Context: an optimization exercise on an open-source flow, tuned for small area and a short achievable clock period. The choices shown serve that exercise and are no tape-out recipe.
At most, simulation tests tie the RTL to the original design; equivalence was not proved.
The RTL of run 1 was laid out without a check of its function.
Power figures rest on the tool's default switching activity, not on a simulated workload.

## flow/design.v

```verilog
package ahb3lite_pkg;
    typedef enum logic [1:0] {
        IDLE   = 2'b00,
        BUSY   = 2'b01,
        NONSEQ = 2'b10,
        SEQ    = 2'b11
    } HTRANS_state;
    typedef enum logic [2:0] {
        S_IDLE,
        S_WAIT,
        S_DATA,
        S_ERR1,
        S_ERR2
    } slave_state_t;
    localparam logic HRESP_OKAY  = 1'b0;
    localparam logic HRESP_ERROR = 1'b1;
endpackage
module ahb3lite_mem_bit (
    input  logic clk_i,
    input  logic we_i,
    input  logic hold_i,    
    input  logic d_i,
    output logic next_o     
);
    logic q;
    assign next_o = (we_i & d_i) | (hold_i & q);
    always_ff @(posedge clk_i) begin
        q <= next_o;
    end
endmodule
module ahb3lite_oai22 (
    input  logic [1:0] sn_i,
    input  logic [1:0] d_i,
    output logic       y_no
);
    assign y_no = !(&(sn_i | d_i));
endmodule
module ahb3lite_rd_bit (
    input  logic        en_ni,
    input  logic [63:0] sel_ni,
    input  logic [63:0] bits_i,
    output logic        bit_o
);
    logic [31:0] grp_n;
    for (genvar g = 0; g < 32; g++) begin : g_oai
        ahb3lite_oai22 u_oai (
            .sn_i (sel_ni[2*g +: 2]),
            .d_i  (bits_i[2*g +: 2]),
            .y_no (grp_n[g])
        );
    end
    assign bit_o = !(|{grp_n, en_ni});
endmodule
module ahb3lite_sp_ram (
    input  logic        clk_i,
    input  logic [7:0]  whi_i,     
    input  logic [7:0]  wlo_i,     
    input  logic [31:0] wdata_i,
    input  logic        re_i,
    input  logic [5:0]  raddr_i,
    output logic [31:0] rdata_o    
);
    logic [63:0] wsel;
    logic [63:0] whold;
    logic [63:0] rsel_n;
    logic [63:0] bits [32];    
    always_comb begin
        for (int w = 0; w < 64; w++) begin
            wsel[w]  = whi_i[w / 8] && wlo_i[w % 8];
            whold[w] = !wsel[w];
            rsel_n[w] = (raddr_i != 6'(w));
        end
    end
    for (genvar w = 0; w < 64; w++) begin : g_word
        for (genvar b = 0; b < 32; b++) begin : g_bit
            ahb3lite_mem_bit u_bit (
                .clk_i  (clk_i),
                .we_i   (wsel[w]),
                .hold_i (whold[w]),
                .d_i    (wdata_i[b]),
                .next_o (bits[b][w])
            );
        end
    end
    for (genvar b = 0; b < 32; b++) begin : g_rd
        ahb3lite_rd_bit u_rd (
            .en_ni  (!re_i),
            .sel_ni (rsel_n),
            .bits_i (bits[b]),
            .bit_o  (rdata_o[b])
        );
    end
endmodule
module ahb3lite_tap_flag (
    input  logic clk_i,
    input  logic rst_i,
    input  logic d_i,
    output logic q_o
);
    always_ff @(posedge clk_i or posedge rst_i) begin
        if (rst_i) begin
            q_o <= 1'b0;
        end else begin
            q_o <= d_i;
        end
    end
endmodule
module ahb3lite_mem_slave (
    input  logic        HCLK,
    input  logic        HRESET,
    input  logic        HSEL,
    input  logic [31:0] HADDR,
    input  logic [1:0]  HTRANS,
    input  logic        HWRITE,
    input  logic [31:0] HWDATA,
    input  logic        HREADY,
    output logic        HREADYOUT,
    output logic        HRESP,
    output logic [31:0] HRDATA,
    output logic [31:0] mem_WR_addr,
    output logic        mem_write_flag,
    output logic [31:0] HWDATA_toMem,
    output logic [15:0] wr_count
);
    logic        ready_q;    
    logic        resp_q;     
    logic [3:0]  flag_q;     
    logic [5:0]  waddr_q;    
    logic [7:0]  whi_q;      
    logic [7:0]  wlo_q;      
    logic [31:0] rdata_q;    
    logic [15:0] wr_count_q;
    logic        accept;
    logic        in_range;
    logic        err_start;
    logic        wr_start;
    logic        rd_start;
    logic        writing;
    logic [31:0] rdata_arr;
    assign in_range  = (HADDR[31:6] == 26'd0);
    assign accept    = HSEL && HREADY && ready_q && HTRANS[1];
    assign err_start = accept && !in_range;
    assign wr_start  = accept && in_range && HWRITE;
    assign rd_start  = accept && in_range && !HWRITE;
    assign writing   = |whi_q;
    always_ff @(posedge HCLK or posedge HRESET) begin
        if (HRESET) begin
            ready_q    <= 1'b1;
            resp_q     <= 1'b0;
            waddr_q    <= 6'd0;
            whi_q      <= 8'd0;
            rdata_q    <= 32'h0;
            wr_count_q <= 16'd0;
        end else begin
            ready_q    <= !err_start;
            resp_q     <= err_start || !ready_q;
            waddr_q    <= wr_start ? HADDR[5:0] : 6'd0;
            whi_q      <= wr_start ? (8'd1 << HADDR[5:3]) : 8'd0;
            rdata_q    <= rdata_arr;
            wr_count_q <= wr_count_q + {15'd0, writing};
        end
    end
    for (genvar k = 0; k < 4; k++) begin : g_flag
        ahb3lite_tap_flag u_flag (
            .clk_i (HCLK),
            .rst_i (HRESET),
            .d_i   (wr_start),
            .q_o   (flag_q[k])
        );
    end
    always_ff @(posedge HCLK) begin
        wlo_q <= 8'd1 << HADDR[2:0];
    end
    ahb3lite_sp_ram u_ram (
        .clk_i   (HCLK),
        .whi_i   (whi_q),
        .wlo_i   (wlo_q),
        .wdata_i (HWDATA),
        .re_i    (rd_start),
        .raddr_i (HADDR[5:0]),
        .rdata_o (rdata_arr)
    );
    assign HREADYOUT      = ready_q;
    assign HRESP          = resp_q;
    assign HRDATA         = rdata_q;
    assign mem_write_flag = flag_q[0];
    assign mem_WR_addr    = {26'd0, waddr_q};
    for (genvar k = 0; k < 4; k++) begin : g_tap
        assign HWDATA_toMem[8*k +: 8] = flag_q[k] ? HWDATA[8*k +: 8] : 8'h0;
    end
    assign wr_count       = wr_count_q;
endmodule
```

## flow/flow/run.sh

```bash
#!/bin/bash
# Own layout flow: the standard synthesis unchanged, then the standard
# layout with two changes:
#  - the resizer may change a cell's footprint when it repairs timing (the
#    platform default only resizes within the same footprint);
#  - clock tree synthesis clusters up to 20 flip-flops within 100 um per leaf
#    buffer and adds no dummy loads, which needs far fewer clock buffers.
# Each step's full output is in synth.log and layout.log here, and ORFS's own
# per-step logs are under orfs/logs/.
set -euo pipefail
bash standard.sh synth > synth.log 2>&1
bash standard.sh MATCH_CELL_FOOTPRINT=0 \
  "CTS_ARGS=-sink_clustering_enable -repair_clock_nets -dont_use_dummy_load -sink_clustering_size 20 -sink_clustering_max_diameter 100" \
  finish > layout.log 2>&1
```

## flow/standard.sh

```bash
#!/bin/bash
# synth_recipe.tcl (not shown) runs the flow's synth.tcl, then flattens the netlist and writes it again
# the make line also repeats each setting of config.mk as NAME=value (left out here)
make -C /OpenROAD-flow-scripts/flow DESIGN_CONFIG=/design/flow/config.mk WORK_HOME=/design/flow/orfs CLKGATE_MAP_FILE= SYNTH_SCRIPT=/design/flow/synth_recipe.tcl "${@:-finish}"
```

## flow/config.mk

```make
export PLATFORM = sky130hd
export DESIGN_NAME = ahb3lite_mem_slave
export DESIGN_NICKNAME = ahb3lite_mem_slave
export VERILOG_FILES = /design/flow/design.v
export SDC_FILE = /design/flow/constraint.sdc
export NUM_CORES = 4
export LEC_CHECK = 0
export CAP_MARGIN = 20
export CORE_MARGIN = 2
export CORE_UTILIZATION = 40
export SETUP_SLACK_MARGIN = 2.8
export SLEW_MARGIN = 20
export SYNTH_HIERARCHICAL = 1
```

## flow/constraint.sdc

```tcl
create_clock -name core_clock -period 5.5 [get_ports {HCLK}]
set_input_delay 1.1000 -clock core_clock [delete_from_list [all_inputs] [get_ports {HCLK}]]
set_output_delay 1.1000 -clock core_clock [all_outputs]
set_load 0.01 [all_outputs]
```

==> impl_metrics.tcl, run 1 <==
set metrics [dict create \
    outcome "finished clean" \
    clock_path_buffers 3 \
    wire_per_inst_microns 36.8 \
    ys_top_cells_by_area "dfxtp_1 (57%), a22o_1 (25%), o22ai_1 (8.9%)" \
    clkSlewWorstSetupHoldPaths_ps 90 \
    rows 155 \
    wl_microns 356000 \
    final_cell_mix "dfxtp_1 (2048), a22o_1 (2045), o22ai_1 (982)" \
    nNetsFinal 7370 \
    postSynthAreaPerCell_sq_um 12.1 \
    worstPathRequired_ps 6160 \
    grt_pass1_vias 62400 \
    hpwl_microns 180000 \
    grt_start_max_net_pins 43 \
    dieArea_sq_um 183000 \
    layout-drive-gt1-share_pct 23.8 \
    tightest_slew_ps 767 \
    min_period_ps 3080 \
    ys_types 44 \
    fin_worst_hold_slack_ps 469 \
    drc 0 \
    end_kind "flop" \
    r2r-start "whi_q[1]$_DFF_PP0_" \
    synth_top_area_cell "dfxtp_1" \
    grt_overflow 0 \
    drtIter0Drc 11200 \
    async_flop_share_pct 3.20 \
    numPortBuffers 158 \
    p_per_area_nw_per_um2 273 \
    start_util_pct 40.3 \
    tns_ps 0 \
    die_h_microns 428 \
    gr-usage-all-layers_pct 36.2 \
    clock_latency_ps 820 \
    vdd_drop_max_mv 0.249 \
    rr_endpoint "rdata_q[14]$_DFF_PP0_" \
    slew-limit-headroom_pct 48.8 \
    ys.warnings.count 11 \
    ys.flop_type "dfxtp_1" \
    yosysTopAreaCellShare_pct 57.2 \
    fill_cells 14800 \
    antenna_found_initial 27 \
    critPathLaunchType "flop" \
    max_freq_mhz 325 \
    core_area_sq_um 179000 \
    finalHoldViolations 0 \
    worst-setup-path-type "flop to flop" \
    grt_pass1_wl_microns 485000 \
    yosysSeqAreaShare_pct 59.5 \
    vias 68500 \
    leakagePower_uw 0.0394 \
    netlist_instances 5973 \
    ioPinCount 186 \
    synth_area_sq_um 72000 \
    arrival_ps 3740 \
    cts-root-buf "clkbuf_16" \
    crit_end "rdata_q[14]$_DFF_PP0_" \
    ff2ff_path_depth 13 \
    hold_path.class "flop to flop" \
    ctsHtreeMaxLevel 3 \
    place.gp.congestion 0.915 \
    viasPerCell 7.09 \
    synth-seq-cells 2124 \
    area_growth_pct 32.5 \
    fin_skew_ps 90.7 \
    rsz0062_at_grt "yes" \
    path_max_fanout 4 \
    final_core_util_pct 53.4 \
    synth-edff-count 0 \
    numClockSinks 2124 \
    setup_viol 0 \
    drt.antenna.violating_nets 0 \
    rrSetupSlack_ps 2420 \
    cp-startpoint "whi_q[1]$_DFF_PP0_" \
    timing.final.crit_share_pct 55.9 \
    final_common_cell "dfxtp_1" \
    drv_cap 0 \
    slew_violations 0 \
    fp.dieW_microns 428 \
    tritoncts "done" \
    cts_buffers 117 \
    drt-pass1-iter-count 9 \
]
## layer usage
layer  global-route usage [%]  vias to the layer above  part of all wire [%]
met4                     24.4                       24                   7.9
li1                         -                    27600                     -
met2                     49.4                     5606                    40
met1                     48.8                    34200                    38
met3                     11.2                     1066                    14
met5                        0                        -                 0.047
## stage by stage
stage	instance area [sq um]	cells	setup slack (ps)	power, uW
6_report	95400	9656	2420	26000
5_1_grt	95400	9652	2450	26400
4_1_cts	93400	9544	2510	25800
3_5_place_dp	80300	8960	71.3	16900
3_3_place_gp	80200	8959	-19.7	16900
2_1_floorplan	72100	5998	2510	16000
## registers in the layout (all words and copies together), names as in the netlist
| register | flops |
|---|---|
| resp_q | 1 |
| rdata_q | 32 |
| ready_q | 1 |
| u_ram.g_word.g_bit.u_bit.q | 2048 |
| wr_count_q | 16 |
| g_flag.u_flag.q_o | 4 |
| waddr_q | 6 |
| wlo_q | 8 |
| whi_q | 8 |
## logic make-up (layout without fill, tap and decap cells)
group,count (synthesis),after routing,synth area share (%)
xor+xnor,14,14,0.181
compound gates,3073,3073,33.8
buf+inv,128,1424,0.852
flops,2124,2124,59.5
fa+ha+maj,2,2,0.0348
other cells,1,32,0.00521
simple gates,631,632,5.57
## how the worst min path moves through the flow
stage	from	depth (start not counted)	endpoint	slack, ps
floorplan	u_ram.g_word[0].g_bit[0].u_bit.q$_DFF_P_	1	u_ram.g_word[0].g_bit[0].u_bit.q$_DFF_P_	440
CTS	u_ram.g_word[7].g_bit[21].u_bit.q$_DFF_P_	1	u_ram.g_word[7].g_bit[21].u_bit.q$_DFF_P_	470
finish	u_ram.g_word[7].g_bit[21].u_bit.q$_DFF_P_	1	u_ram.g_word[7].g_bit[21].u_bit.q$_DFF_P_	470
global route	u_ram.g_word[17].g_bit[6].u_bit.q$_DFF_P_	1	u_ram.g_word[17].g_bit[6].u_bit.q$_DFF_P_	480
global placement	u_ram.g_word[0].g_bit[2].u_bit.q$_DFF_P_	1	u_ram.g_word[0].g_bit[2].u_bit.q$_DFF_P_	450
detailed placement	u_ram.g_word[46].g_bit[8].u_bit.q$_DFF_P_	1	u_ram.g_word[46].g_bit[8].u_bit.q$_DFF_P_	450
## cell usage after synthesis (2+ instances only)
library cell and count:
dfxtp_1 2056, a22o_1 2048, o22ai_1 1024, nor4_1 202, nand2_1 138, inv_1 72, dfrtp_1 67, nand4_1 67
nor2_1 41, and2_1 34, nor3_2 32, nor4_2 32, or3_1 32, buf_4 27, clkbuf_1 14, buf_2 12
and3_1 9, nor3_1 8, xnor2_1 8, and4bb_4 6, xor2_1 5, and4b_4 4, nand3_1 4, nand2b_1 3
nor3b_1 3, and4_1 2, buf_6 2, ha_1 2, nor2b_1 2, nor4b_2 2, nor4b_4 2
## Yosys stat by module, one instance, submodules excluded
module	cell area, sq um	times used	cells	flops+latches
ahb3lite_tap_flag	28.8	4	2	1
ahb3lite_mem_bit	28.8	2048	2	1
ahb3lite_mem_slave	2750	1	221	72
ahb3lite_rd_bit	82.6	32	12	0
ahb3lite_sp_ram	1150	1	240	0
ahb3lite_oai22	6.26	1024	1	0
## final cells by class
class | count | area [sq um] | area share (%)
antenna | 6 | 15.0 | 0.0157
clock buffer | 117 | 2930 | 3.07
inverter | 72 | 498 | 0.522
multi-input combinational | 3747 | 31300 | 32.8
sequential | 2124 | 42900 | 45.0
tap | 2355 | 2950 | 3.09
timing repair buffer | 1220 | 14700 | 15.4
timing repair inverter | 15 | 110 | 0.115
## power by group
group,leakage (uW),internal (uW),switching [uW]
clock,0.00144,3760,5170
sequential,0.0175,15400,7.07
combinational,0.0205,557,1140
total,0.0394,19700,6310
## critical path, stage by stage, from the launching register on
cell and delay, ps:
dfrtp_2 430, buf_12 170, buf_8 120, nand2_8 50, clkinvlp_4 150, buf_4 140
buf_6 100, a22o_1 170, o22ai_1 110, nor4_2 290, buf_4 200, nand4_1 460
buf_4 350, nor3_4 160
## repair_timing
item,in CTS,in global routing
endpoints found under the setup margin,154,57
resized for setup,1203,200
cloned,102,11
pin swaps,99,99
hold buffers,0,0
buffers inserted,365,95
==> run 2, diff against run 1 <==
--- a/flow/design.v
+++ b/flow/design.v
@@ -36,7 +36,6 @@
     assign y_no = !(&(sn_i | d_i));
 endmodule
 module ahb3lite_rd_bit (
-    input  logic        en_ni,
     input  logic [63:0] sel_ni,
     input  logic [63:0] bits_i,
     output logic        bit_o
@@ -49,14 +48,13 @@
             .y_no (grp_n[g])
         );
     end
-    assign bit_o = !(|{grp_n, en_ni});
+    assign bit_o = !(|grp_n);
 endmodule
 module ahb3lite_sp_ram (
     input  logic        clk_i,
     input  logic [7:0]  whi_i,     
     input  logic [7:0]  wlo_i,     
     input  logic [31:0] wdata_i,
-    input  logic        re_i,
     input  logic [5:0]  raddr_i,
     output logic [31:0] rdata_o    
 );
@@ -84,7 +82,6 @@
     end
     for (genvar b = 0; b < 32; b++) begin : g_rd
         ahb3lite_rd_bit u_rd (
-            .en_ni  (!re_i),
             .sel_ni (rsel_n),
             .bits_i (bits[b]),
             .bit_o  (rdata_o[b])
@@ -128,6 +125,7 @@
     logic [5:0]  waddr_q;    
     logic [7:0]  whi_q;      
     logic [7:0]  wlo_q;      
+    logic [3:0]  rd_q;       
     logic [31:0] rdata_q;    
     logic [15:0] wr_count_q;
     logic        accept;
@@ -149,14 +147,12 @@
             resp_q     <= 1'b0;
             waddr_q    <= 6'd0;
             whi_q      <= 8'd0;
-            rdata_q    <= 32'h0;
             wr_count_q <= 16'd0;
         end else begin
             ready_q    <= !err_start;
             resp_q     <= err_start || !ready_q;
             waddr_q    <= wr_start ? HADDR[5:0] : 6'd0;
             whi_q      <= wr_start ? (8'd1 << HADDR[5:3]) : 8'd0;
-            rdata_q    <= rdata_arr;
             wr_count_q <= wr_count_q + {15'd0, writing};
         end
     end
@@ -168,21 +164,31 @@
             .q_o   (flag_q[k])
         );
     end
+    for (genvar k = 0; k < 4; k++) begin : g_rdflag
+        ahb3lite_tap_flag u_flag (
+            .clk_i (HCLK),
+            .rst_i (HRESET),
+            .d_i   (rd_start),
+            .q_o   (rd_q[k])
+        );
+    end
     always_ff @(posedge HCLK) begin
-        wlo_q <= 8'd1 << HADDR[2:0];
+        wlo_q   <= 8'd1 << HADDR[2:0];
+        rdata_q <= rdata_arr;
     end
     ahb3lite_sp_ram u_ram (
         .clk_i   (HCLK),
         .whi_i   (whi_q),
         .wlo_i   (wlo_q),
         .wdata_i (HWDATA),
-        .re_i    (rd_start),
         .raddr_i (HADDR[5:0]),
         .rdata_o (rdata_arr)
     );
     assign HREADYOUT      = ready_q;
     assign HRESP          = resp_q;
-    assign HRDATA         = rdata_q;
+    for (genvar k = 0; k < 4; k++) begin : g_rd
+        assign HRDATA[8*k +: 8] = rd_q[k] ? rdata_q[8*k +: 8] : 8'h0;
+    end
     assign mem_write_flag = flag_q[0];
     assign mem_WR_addr    = {26'd0, waddr_q};
     for (genvar k = 0; k < 4; k++) begin : g_tap
--- a/flow/config.mk
+++ b/flow/config.mk
@@ -8,6 +8,6 @@
 export CAP_MARGIN = 20
 export CORE_MARGIN = 2
 export CORE_UTILIZATION = 40
-export SETUP_SLACK_MARGIN = 2.8
+export SETUP_SLACK_MARGIN = 2.5
 export SLEW_MARGIN = 20
 export SYNTH_HIERARCHICAL = 1
==> run 2 against run 1 <==
Compared with the run above: non-clock buffer count decreased by 537; clock skew decreased by 9.3 ps; via count decreased by 8.0%; final cell count decreased by 5.6%; maximum frequency decreased by 0.40%; critical path type is now primary input to flop; worst hold slack got worse by 8.2 ps; global-route usage decreased by 3.3 points; still clean; clock power decreased by 1%.
==> impl_metrics.tcl, run 2 <==
set metrics [dict create \
    grt_start_max_net_pins 35 \
    p_per_area_nw_per_um2 301 \
    slew_violations 0 \
    critPathLaunchType "primary input" \
    dieArea_sq_um 183000 \
    drc 0 \
    p_total_uw 25900 \
    start_util_pct 40.3 \
    worstPathRequired_ps 6200 \
    fin_skew_ps 81.3 \
    setup_viol 0 \
    drt-pass1-iter-count 7 \
    leakagePower_uw 0.0350 \
    antenna_found_initial 14 \
    rsz0062_at_grt "yes" \
    numPortBuffers 158 \
    nNetsFinal 6825 \
    ys.warnings.count 11 \
    vdd_drop_max_mv 0.272 \
    arrival_ps 3780 \
    cts_hold_buf 0 \
    max_freq_mhz 324 \
    synthMostInstantiatedCell "dfxtp_1" \
    cpPeakStageDelay_ps 440 \
    finalHoldViolations 0 \
    clkSlewWorstSetupHoldPaths_ps 90 \
    synth-seq-cells 2128 \
    ys_types 42 \
    cts_buffers 116 \
    vias 63000 \
    grt_pass1_vias 59200 \
    synth-edff-count 0 \
    tightest_slew_ps 792 \
    netlist_instances 5976 \
    tritoncts "done" \
    timing.final.crit_share_pct 56.2 \
    yosysSeqAreaShare_pct 59.6 \
    layout-drive-gt1-share_pct 13.5 \
    outcome "finished clean" \
    postSynthAreaPerCell_sq_um 12.0 \
    fp.dieW_microns 428 \
    path_max_fanout 13 \
    ioPinCount 186 \
    slew-limit-headroom_pct 46.7 \
    yosysTopAreaCellShare_pct 58.2 \
    numClockSinks 2128 \
    clock_latency_ps 800 \
    hpwl_microns 174000 \
    clock_path_buffers 3 \
    critPathMostFrequentCell "buf_4" \
    wire_per_inst_microns 34.9 \
    top_regs "u_ram.g_word.g_bit.u_bit.q x2048, rdata_q x32, wr_count_q x16" \
    largest_register_ffs 2048 \
    drv_cap 0 \
    die_h_microns 428 \
    tns_ps 0 \
    end_kind "flop" \
    grt_pass1_wl_microns 441000 \
    ctsHtreeMaxLevel 3 \
    synth_area_sq_um 71800 \
    synth.top_cells.by_count "dfxtp_1 (2088), a22o_1 (2048), o22ai_1 (1024)" \
    final_cell_mix "dfxtp_1 (2081), a22o_1 (2048), o22ai_1 (1024)" \
    drt.antenna.violating_nets 0 \
    cpMaxStageDelayCell "nor4_2" \
    async_flop_share_pct 1.88 \
    path_cells "dlymetal6s2s_1, clkbuf_16, and4bb_4, nand2_4, buf_4, o22ai_1, nor4_2, buf_4, nand4_1, nor2_1" \
    place.gp.congestion 0.882 \
    ys.flop_type "dfxtp_1" \
    hold_path.class "flop to flop" \
    core_area_sq_um 178000 \
    wl_microns 318000 \
    top_register "u_ram.g_word.g_bit.u_bit.q" \
    viasPerCell 6.91 \
    area_growth_pct 20.0 \
    drtIter0Drc 8863 \
    rows 155 \
    ys_top_cells_by_area "dfxtp_1 (58%), a22o_1 (25%), o22ai_1 (8.9%)" \
    min_period_ps 3090 \
    grt_overflow 0 \
    cts-root-buf "clkbuf_16" \
    gr-usage-all-layers_pct 33.0 \
    worst-setup-path-type "primary input to flop" \
    synth_top_area_cell "dfxtp_1" \
    final_common_cell "dfxtp_1" \
]
==> run 2: changes by cell type in the layout (fill, tap and decap cells not counted), sizes merged, moves of 28 or more <==
| cell | previous run | this run |
|---|---|---|
| buf | 1013 | 518 |
| nor3 | 40 | 8 |
| dfxtp | 2056 | 2088 |
| dfrtp | 67 | 39 |
| and2 | 34 | 66 |
| nor4 | 235 | 267 |
| or3 | 32 | 0 |
| clkdlybuf4s50 | 2 | 55 |
| clkbuf | 246 | 166 |
==> run 2: Yosys stat by module, one instance, submodules excluded <==
module              cell area (sq um)  cells  times used  flip-flops and latches
ahb3lite_mem_bit                 28.8      2        2048                       1
ahb3lite_tap_flag                28.8      2           8                       1
ahb3lite_sp_ram                  1140    239           1                       0
ahb3lite_rd_bit                  72.6     11          32                       0
ahb3lite_mem_slave               2780    249           1                      72
ahb3lite_oai22                   6.26      1        1024                       0
==> run 2: area by class of cell <==
class	count	area (sq um)
Tap cell	2355	2950
Timing Repair Buffer	683	7810
Timing Repair inverter	3	20.0
Fill cell	16000	92200
Clock buffer	116	2900
Multi-Input combinational cell	3745	29200
Antenna cell	11	27.5
Inverter	75	440
Sequential cell	2128	42900
==> run 2: kinds of logic (layout without fill, tap and decap cells) <==
family	Yosys count	after routing	share of synthesized area, %
buffers and inverters	128	877	0.854
AO/OA/AOI/OAI	3073	3073	33.9
adder cells (fa/ha/maj)	2	2	0.0348
flip-flops	2128	2128	59.6
XOR/XNOR	14	14	0.181
other	1	37	0.00522
AND/OR/NAND/NOR	630	630	5.41
==> run 2: power by group <==
| group | switching (uW) | internal, uW | total, uW | leakage (uW) |
|---|---|---|---|---|
| clock network | 5090 | 3730 | 8820 | 0.00143 |
| registers | 38.0 | 15500 | 15500 | 0.0173 |
| logic | 1110 | 487 | 1600 | 0.0162 |
==> run 2: timing repair <==
item	CTS	global route
setup endpoints to repair	98	44
cloned	39	10
resized for setup	423	102
pin swaps	24	15
setup buffers	30	19
==> run 2: routing by layer <==
metal	global-route usage [%]	vias up	wire length, microns
met2	47.6	4080	133000
met3	7.63	750	33100
li1	-	26500	-
met4	21.6	10	24600
met1	44.0	31600	127000
met5	0	-	63
==> run 2: path summary, 6_finish.rpt <==
check                      cells past startpoint                 from                                to  slack [ps]
setup reg to reg                              10  wlo_q[1]$_SDFF_PP0_                rdata_q[5]$_DFF_P_        2410
setup / recovery                              10             HADDR[3]               rdata_q[11]$_DFF_P_        2410
min in group asynchronous                      2               HRESET  g_rdflag[3].u_flag.q_o$_DFF_PP0_         720
max in group asynchronous                      3               HRESET                 ready_q$_DFF_PP1_        3900
hold reg to reg                                1    ready_q$_DFF_PP1_                  resp_q$_DFF_PP0_         460
hold / removal                                 1    ready_q$_DFF_PP1_                  resp_q$_DFF_PP0_         460
==> run 2: worst max-delay path: cells and delay by family <==
family	cells	cell delay (ps)
buf+inv	4	980
compound gates	1	120
simple gates	5	1550
==> run 2: through the flow <==
stage | hold WS (ps) | cell area, sq um | setup WS, ps | util, % | std cells
CTS | 465 | 85500 | 2270 | 47.9 | 9076
detailed placement | 438 | 79800 | 474 | 44.7 | 8891
floorplan | 440 | 71900 | 2730 | - | 6001
global route | 477 | 86200 | 2390 | 48.3 | 9105
global placement | 440 | 79800 | 514 | 44.7 | 8891
finish | 461 | 86200 | 2410 | 48.3 | 9116
==> run 3, diff against run 2 <==
==> flow/flow/run.sh (replaced) <==
#!/bin/bash
# Own layout flow: the standard synthesis unchanged, then the standard
# layout with three changes:
#  - the resizer may change a cell's footprint when it repairs timing (the
#    platform default only resizes within the same footprint);
#  - clock tree synthesis clusters up to 20 flip-flops within 100 um per leaf
#    buffer and adds no dummy loads, which needs far fewer clock buffers;
#  - every input and output port still gets its own buffer, but a buf_2
#    rather than the default delay-buffer cell.
# Each step's full output is in synth.log and layout.log here, and ORFS's own
# per-step logs are under orfs/logs/.
set -euo pipefail
bash standard.sh synth > synth.log 2>&1
bash standard.sh MATCH_CELL_FOOTPRINT=0 \
  "CTS_ARGS=-sink_clustering_enable -repair_clock_nets -dont_use_dummy_load -sink_clustering_size 20 -sink_clustering_max_diameter 100" \
  "BUFFER_PORTS_ARGS=-buffer_cell sky130_fd_sc_hd__buf_2" \
  finish > layout.log 2>&1
--- a/flow/config.mk
+++ b/flow/config.mk
@@ -8,6 +8,6 @@
 export CAP_MARGIN = 20
 export CORE_MARGIN = 2
 export CORE_UTILIZATION = 40
-export SETUP_SLACK_MARGIN = 2.5
+export SETUP_SLACK_MARGIN = 2.3
 export SLEW_MARGIN = 20
 export SYNTH_HIERARCHICAL = 1
==> run 3 against run 2 <==
Compared with the run above: design area decreased by 4.2%; clock skew decreased by 42 ps; combinational power decreased by 16%; via count decreased by 3.2%; utilization decreased by 2.0 points; critical path depth decreased by 1; clock power decreased by 0.7%; synthesized cell count unchanged; register-to-register slack got worse by 200 ps; sequential cell count unchanged; critical path type is now flop to flop; critical endpoint is now rdata_q[2]$_DFF_P_.
==> impl_metrics.tcl, run 3 <==
set metrics [dict create \
    top_register "u_ram.g_word.g_bit.u_bit.q" \
    nNetsFinal 6711 \
    drt-pass1-iter-count 8 \
    synth_area_sq_um 71800 \
    path_buf_inv 3 \
    netlist_instances 5976 \
    slew-limit-headroom_pct 37.3 \
    clock_path_buffers 3 \
    core_area_sq_um 178000 \
    critPathLaunchType "flop" \
    hpwl_microns 174000 \
    cpMaxStageDelayCell "dfxtp_2" \
    area_growth_pct 15.0 \
    ys_types 42 \
    worstPathRequired_ps 6190 \
    grt_pass1_vias 57700 \
    place.gp.congestion 0.885 \
    ys_top_cells_by_area "dfxtp_1 (58%), a22o_1 (25%), o22ai_1 (8.9%)" \
    fin_skew_ps 39.4 \
    grt_pass1_wl_microns 409000 \
    leakagePower_uw 0.0325 \
    drt.antenna.violating_nets 0 \
    start_util_pct 40.3 \
    worst-setup-path-type "flop to flop" \
    postSynthAreaPerCell_sq_um 12.0 \
    path_max_fanout 17 \
    arrival_ps 3980 \
    path_cells "nand2_1, clkinvlp_4, buf_4, a22o_1, o22ai_1, nor4_1, buf_4, nand4_1, nor2_1" \
    rr_endpoint "rdata_q[2]$_DFF_P_" \
    final_common_cell "dfxtp_1" \
    top_regs "u_ram.g_word.g_bit.u_bit.q x2048, rdata_q x32, wr_count_q x16" \
    ys.flop_type "dfxtp_1" \
    synth.top_cells.by_count "dfxtp_1 (2088), a22o_1 (2048), o22ai_1 (1024)" \
    yosysSeqAreaShare_pct 59.6 \
    clock_latency_ps 790 \
    tritoncts "done" \
    numClockSinks 2128 \
    hold_path.class "primary input to asynchronous set/reset pin" \
    numPortBuffers 158 \
    layout-drive-gt1-share_pct 13.6 \
    fp.dieW_microns 428 \
    vdd_drop_max_mv 0.265 \
    cts-root-buf "clkbuf_16" \
    cts_buffers 116 \
    wl_microns 286000 \
    dieArea_sq_um 183000 \
    yosysTopAreaCellShare_pct 58.2 \
    cts_hold_buf 0 \
    regArea_sq_um 42800 \
    rows 155 \
    fill_cells 16300 \
    drtIter0Drc 7534 \
    drv_cap 0 \
    gr-usage-all-layers_pct 29.8 \
    r2r-start "wlo_q[0]$_SDFF_PP0_" \
    synth_top_area_cell "dfxtp_1" \
    setup_viol 0 \
    tns_ps 0 \
    drc 0 \
    synth-edff-count 0 \
    ys.warnings.count 11 \
    grt_overflow 0 \
    synthMostInstantiatedCell "dfxtp_1" \
    multiInputGateArea_sq_um 29200 \
    die_h_microns 428 \
    end_kind "flop" \
    cpPeakStageDelay_ps 690 \
    placed_cells 8864 \
    final_cell_mix "dfxtp_1 (2081), a22o_1 (2048), o22ai_1 (1024)" \
    antenna_found_initial 9 \
    tightest_slew_ps 932 \
    largest_register_ffs 2048 \
    p_per_area_nw_per_um2 310 \
    timing.final.crit_share_pct 59.9 \
    max_freq_mhz 304 \
    finalHoldViolations 0 \
    grt_start_max_net_pins 66 \
    ff2ff_path_depth 9 \
    viasPerCell 6.77 \
    outcome "finished clean" \
    synth-seq-cells 2128 \
    ioPinCount 186 \
    vias 60900 \
    slew_violations 0 \
    clkSlewWorstSetupHoldPaths_ps 80 \
    cp_top_family "simple AND/OR/NAND/NOR gates" \
    async_flop_share_pct 1.88 \
    instances_no_fill 8994 \
    min_period_ps 3290 \
    critPathMostFrequentCell "buf_4" \
    wire_per_inst_microns 31.8 \
    rrSetupSlack_ps 2210 \
    ctsHtreeMaxLevel 3 \
    rsz0062_at_grt "no" \
]
==> run 3: cell counts after synthesis <==
Identical to the previous run, type by type.
==> run 3: metrics by stage <==
| stage | setup slack (ps) | area [sq um] | total power, uW | utilization, % | hold slack (ps) |
|---|---|---|---|---|---|
| 2_1_floorplan | 2730 | 71900 | 16200 | - | 440 |
| 3_3_place_gp | 912 | 78700 | 17100 | 44.1 | 439 |
| 3_5_place_dp | 1010 | 78700 | 17100 | 44.1 | 440 |
| 4_1_cts | 2150 | 82300 | 25600 | 46.1 | 201 |
| 5_1_grt | 2300 | 82600 | 26200 | 46.3 | 225 |
| 6_report | 2210 | 82600 | 25600 | 46.3 | 235 |
==> run 3: cells by family (layout without fill, tap and decap cells) <==
kind of cell               Yosys count  count (layout)  share of synthesized area [%]
adders and majority gates            2               2                         0.0348
xor gates and xnor gates            14              14                          0.181
DFF                               2128            2128                           59.6
AOI/OAI and AO/OA                 3073            3073                           33.9
and+or+nand+nor                    630             630                           5.41
buffers and inverters              128             763                          0.854
other                                1              29                        0.00522
==> run 3: area by class of cell <==
type | instances | share of cell area, %
Tap cell | 2355 | 3.57
Multi-Input combinational cell | 3745 | 35.3
Inverter | 75 | 0.550
Antenna cell | 3 | 0.00909
Clock buffer | 116 | 3.51
Sequential cell | 2128 | 51.9
Timing Repair Buffer | 572 | 5.20
==> run 3: worst register-to-register path, delay by kind of cell (launching register included) <==
family | cells | cell delay [ps]
flops | 1 | 690
compound gates | 2 | 300
simple gates | 4 | 1230
buf+inv | 3 | 990
==> run 3: power by group <==
group	switching [uW]	internal [uW]
Combinational	1000	347
Clock	5030	3730
Sequential	42.7	15500
Total	6070	19500
==> run 3: how the worst max path moves through the flow <==
stage,from,to,cells past startpoint
after global placement,HADDR[1],rdata_q[19]$_DFF_P_,9
final,wlo_q[0]$_SDFF_PP0_,rdata_q[2]$_DFF_P_,9
after CTS,wlo_q[6]$_SDFF_PN0_,rdata_q[25]$_DFF_P_,8
after detailed placement,HADDR[4],rdata_q[5]$_DFF_P_,10
after global routing,whi_q[4]$_DFF_PP0_,rdata_q[5]$_DFF_P_,9
after floorplan,HADDR[0],rdata_q[0]$_DFF_P_,8
==> run 3: modules after synthesis (local to each module, per instance) <==
module	flops+latches	area (sq um)	copies in the design
ahb3lite_rd_bit	0	72.6	32
ahb3lite_sp_ram	0	1140	1
ahb3lite_tap_flag	1	28.8	8
ahb3lite_mem_bit	1	28.8	2048
ahb3lite_oai22	0	6.26	1024
ahb3lite_mem_slave	72	2780	1
==> run 3: what timing repair did <==
action | in CTS | in global routing
endpoints found under the setup margin | 59 | 36
buffers inserted | 4 | 7
resized for setup | 156 | 50
pin swaps | 0 | 2
==> run 3: layer usage <==
| layer | part of all wire [%] | GRT usage, % | vias up | routed length, microns |
|---|---|---|---|---|
| met5 | 0.026 | 0 | - | 73 |
| met2 | 44 | 45.7 | 3162 | 126000 |
| met1 | 42 | 40.4 | 30900 | 120000 |
| li1 | - | - | 26300 | - |
| met4 | 5.5 | 15.1 | 10 | 15900 |
| met3 | 8.2 | 5.34 | 549 | 23500 |
==> run 4, diff against run 3 <==
--- a/flow/config.mk
+++ b/flow/config.mk
@@ -8,6 +8,6 @@
 export CAP_MARGIN = 20
 export CORE_MARGIN = 2
 export CORE_UTILIZATION = 40
-export SETUP_SLACK_MARGIN = 2.3
+export SETUP_SLACK_MARGIN = 2.5
 export SLEW_MARGIN = 20
 export SYNTH_HIERARCHICAL = 1
==> run 4 against run 3 <==
Compared with the run above: still clean; first-iteration DRC count grew 5.2%; register-to-register slack improved by 250 ps; power is 0.27% higher.
==> impl_metrics.tcl, run 4 <==
set metrics [dict create \
    yosysTopAreaCellShare_pct 58.2 \
    yosysSeqAreaShare_pct 59.6 \
    gr-usage-all-layers_pct 30.2 \
    ioPinCount 186 \
    final_area_sq_um 83700 \
    clkSlewWorstSetupHoldPaths_ps 80 \
    area_growth_pct 16.6 \
    drt-pass1-iter-count 6 \
    vias 61200 \
    synth-edff-count 0 \
    layout-drive-gt1-share_pct 14.7 \
    drt.antenna.violating_nets 0 \
    cts-root-buf "clkbuf_16" \
    ctsHtreeMaxLevel 3 \
    power_frac_seq_pct 60.4 \
    outcome "finished clean" \
    fin_skew_ps 44.7 \
    p_total_uw 25700 \
    fin_worst_hold_slack_ps 242 \
    p_sw_uw 6090 \
    hpwl_microns 174000 \
    drtIter0Drc 7928 \
    finalHoldViolations 0 \
    worstPathRequired_ps 6220 \
    setup_viol 0 \
    numClockSinks 2128 \
    tightest_slew_ps 811 \
    hold_path.class "primary input to asynchronous set/reset pin" \
    vdd_drop_max_mv 0.266 \
    async_flop_share_pct 1.88 \
    leakagePower_uw 0.0329 \
    numPortBuffers 158 \
    ys.warnings.count 11 \
    drv_cap 0 \
    p_per_area_nw_per_um2 307 \
    grt_start_max_net_pins 66 \
    cpPeakStageDelay_ps 700 \
    sw_frac_of_total_pct 23.7 \
    rsz0062_at_grt "yes" \
    postSynthAreaPerCell_sq_um 12.0 \
    ys_types 42 \
    internal_power_uw 19600 \
    fp.dieW_microns 428 \
    worst-setup-path-type "primary input to flop" \
    grt_overflow 0 \
    ys.flop_type "dfxtp_1" \
    largest_register_ffs 2048 \
    cts_buffers 116 \
    synth-seq-cells 2128 \
    path_cells "clkbuf_4, and4bb_4, nand2_2, buf_4, buf_4, o22ai_1, nor4_1, nand4_1, nor2_1" \
    start_util_pct 40.3 \
    combPwrFrac_pct 5.5 \
    synth.top_cells.by_count "dfxtp_1 (2088), a22o_1 (2048), o22ai_1 (1024)" \
    timing.final.crit_share_pct 56.2 \
    tns_ps 0 \
    die_h_microns 428 \
    wire_per_inst_microns 32.2 \
    viasPerCell 6.77 \
    synth_area_sq_um 71800 \
    final_core_util_pct 46.9 \
    power.share.clock_pct 34.1 \
    min_period_ps 3090 \
    final_common_cell "dfxtp_1" \
    synth_top_area_cell "dfxtp_1" \
    critPathMostFrequentCell "buf_4" \
    grt_pass1_wl_microns 413000 \
    ys_top_cells_by_area "dfxtp_1 (58%), a22o_1 (25%), o22ai_1 (8.9%)" \
    core_area_sq_um 178000 \
    rows 155 \
    dieArea_sq_um 183000 \
    clock_latency_ps 790 \
    top_regs "u_ram.g_word.g_bit.u_bit.q x2048, rdata_q x32, wr_count_q x16" \
    max_freq_mhz 324 \
    synthMostInstantiatedCell "dfxtp_1" \
    drc 0 \
    end_kind "flop" \
    slew_violations 0 \
    nNetsFinal 6753 \
    arrival_ps 3800 \
    netlist_instances 5976 \
    cpMaxStageDelayCell "nor4_1" \
    critPathLaunchType "primary input" \
    top_register "u_ram.g_word.g_bit.u_bit.q" \
    antenna_found_initial 9 \
    wl_microns 291000 \
    clock_path_buffers 3 \
    cts_hold_buf 0 \
    grt_pass1_vias 58000 \
    final_cell_mix "dfxtp_1 (2081), a22o_1 (2048), o22ai_1 (1024)" \
    place.gp.congestion 0.885 \
    path_max_fanout 17 \
    tritoncts "done" \
    placed_cell_area_sq_um 78700 \
    slew-limit-headroom_pct 45.4 \
]
-- run 4: repair_timing --
| action | CTS | global route |
|---|---|---|
| gates cloned | 4 | 4 |
| gates resized for setup | 304 | 68 |
| pin swaps | 5 | 13 |
| setup endpoints to repair | 77 | 49 |
| buffers inserted | 9 | 36 |
-- run 4: final timing paths --
| check | startpoint | to | slack (ps) | depth (start not counted) |
|---|---|---|---|---|
| min reg2reg | ready_q$_DFF_PP1_ | resp_q$_DFF_PP0_ | 450 | 1 |
| min in group core_clock | ready_q$_DFF_PP1_ | resp_q$_DFF_PP0_ | 450 | 1 |
| min | HRESET | g_flag[2].u_flag.q_o$_DFF_PP0_ | 240 | 2 |
| max reg2reg | wlo_q[4]$_SDFF_PN0_ | rdata_q[25]$_DFF_P_ | 2460 | 10 |
| max in group asynchronous | HRESET | ready_q$_DFF_PP1_ | 4640 | 3 |
| max | HADDR[2] | rdata_q[0]$_DFF_P_ | 2410 | 9 |
-- run 4: layout make-up --
class / count / area [sq um]
Fill cell: 16200 / 94700
Sequential cell: 2128 / 42800
Multi-Input combinational cell: 3745 / 29400
Timing Repair Buffer: 612 / 5080
Tap cell: 2355 / 2950
Clock buffer: 116 / 2900
Inverter: 75 / 495
Timing Repair inverter: 2 / 12.5
Antenna cell: 4 / 10.0
-- run 4: modules after synthesis, one instance, submodules excluded --
module,times used,flip-flops and latches,area [sq um],cells
ahb3lite_rd_bit,32,0,72.6,11
ahb3lite_sp_ram,1,0,1140,239
ahb3lite_mem_bit,2048,1,28.8,2
ahb3lite_mem_slave,1,72,2780,249
ahb3lite_tap_flag,8,1,28.8,2
ahb3lite_oai22,1024,0,6.26,1
-- run 4: cells by family (layout without fill, tap and decap cells) --
family          Yosys count  count (layout)  share of synthesized area (%)
xor+xnor                 14              14                          0.181
buf+inv                 128             805                          0.854
fa+ha+maj                 2               2                         0.0348
simple gates            630             630                           5.41
other cells               1              30                        0.00522
flops                  2128            2128                           59.6
compound gates         3073            3073                           33.9
-- run 4: critical path, delay by kind of cell --
kind	cells	cell delay [ps]
AND/OR/NAND/NOR	5	1840
buffers and inverters	3	730
AO/OA/AOI/OAI	1	80
-- run 4: per-stage QoR --
stage                     instances  setup WS [ps]
final                          9037           2410
after floorplan                6001           2730
after global routing           9033           2480
after detailed placement       8864           1010
after global placement         8864            912
after CTS                      8993           2470
-- run 4: power groups by stage --
stage	clock, uW	sequential, uW	combinational, uW
2_1_floorplan	0	15800	331
3_3_place_gp	0	15900	1250
3_5_place_dp	0	15900	1260
4_1_cts	8820	15500	1340
5_1_grt	9330	15500	1420
6_report	8760	15500	1420
-- run 4: layer usage --
layer,track usage [%],vias up,part of all wire [%]
met3,5.97,584,8.7
met5,0,-,0.024
met1,40.4,31100,41
met2,46.4,3172,44
li1,-,26300,-
met4,15.1,10,5.8

## static timing again, ports no longer ideal
Ports are ideal in the flow. The routed layouts listed here were re-timed in OpenROAD.
Step 1 sets driving cells, clkbuf_16 on the clock port and buf_2 on the other inputs (assumed; they add their load-dependent delay and slew).
Step 2 also shifts input and output timing later by t, the mid clock arrival at the registers, as if the neighbouring blocks saw the same clock.
Three values: ideal ports, drivers, drivers and shift; two values: the first two.
run | t (ns) | setup slack, ns | latest minus earliest clock arrival (ns) | worst data-port slew with drivers (ns)
run 1 | 0.871 | 2.423 / 2.353 / 1.532 | 0.096 / 0.095 | 0.59
run 2 | 0.843 | 2.411 / 2.274 / 1.636 | 0.088 / 0.087 | 0.54
run 3 | 0.855 | 2.207 / 2.207 / 1.431 | 0.044 / 0.044 | 0.12
run 4 | 0.853 | 2.411 / 2.237 / 1.618 | 0.052 / 0.051 | 0.31
After both steps setup and hold are still met in every run listed. For run 1, which loses most, drivers alone change the setup slack by -0.070 ns; drivers and shift together by -0.891 ns.
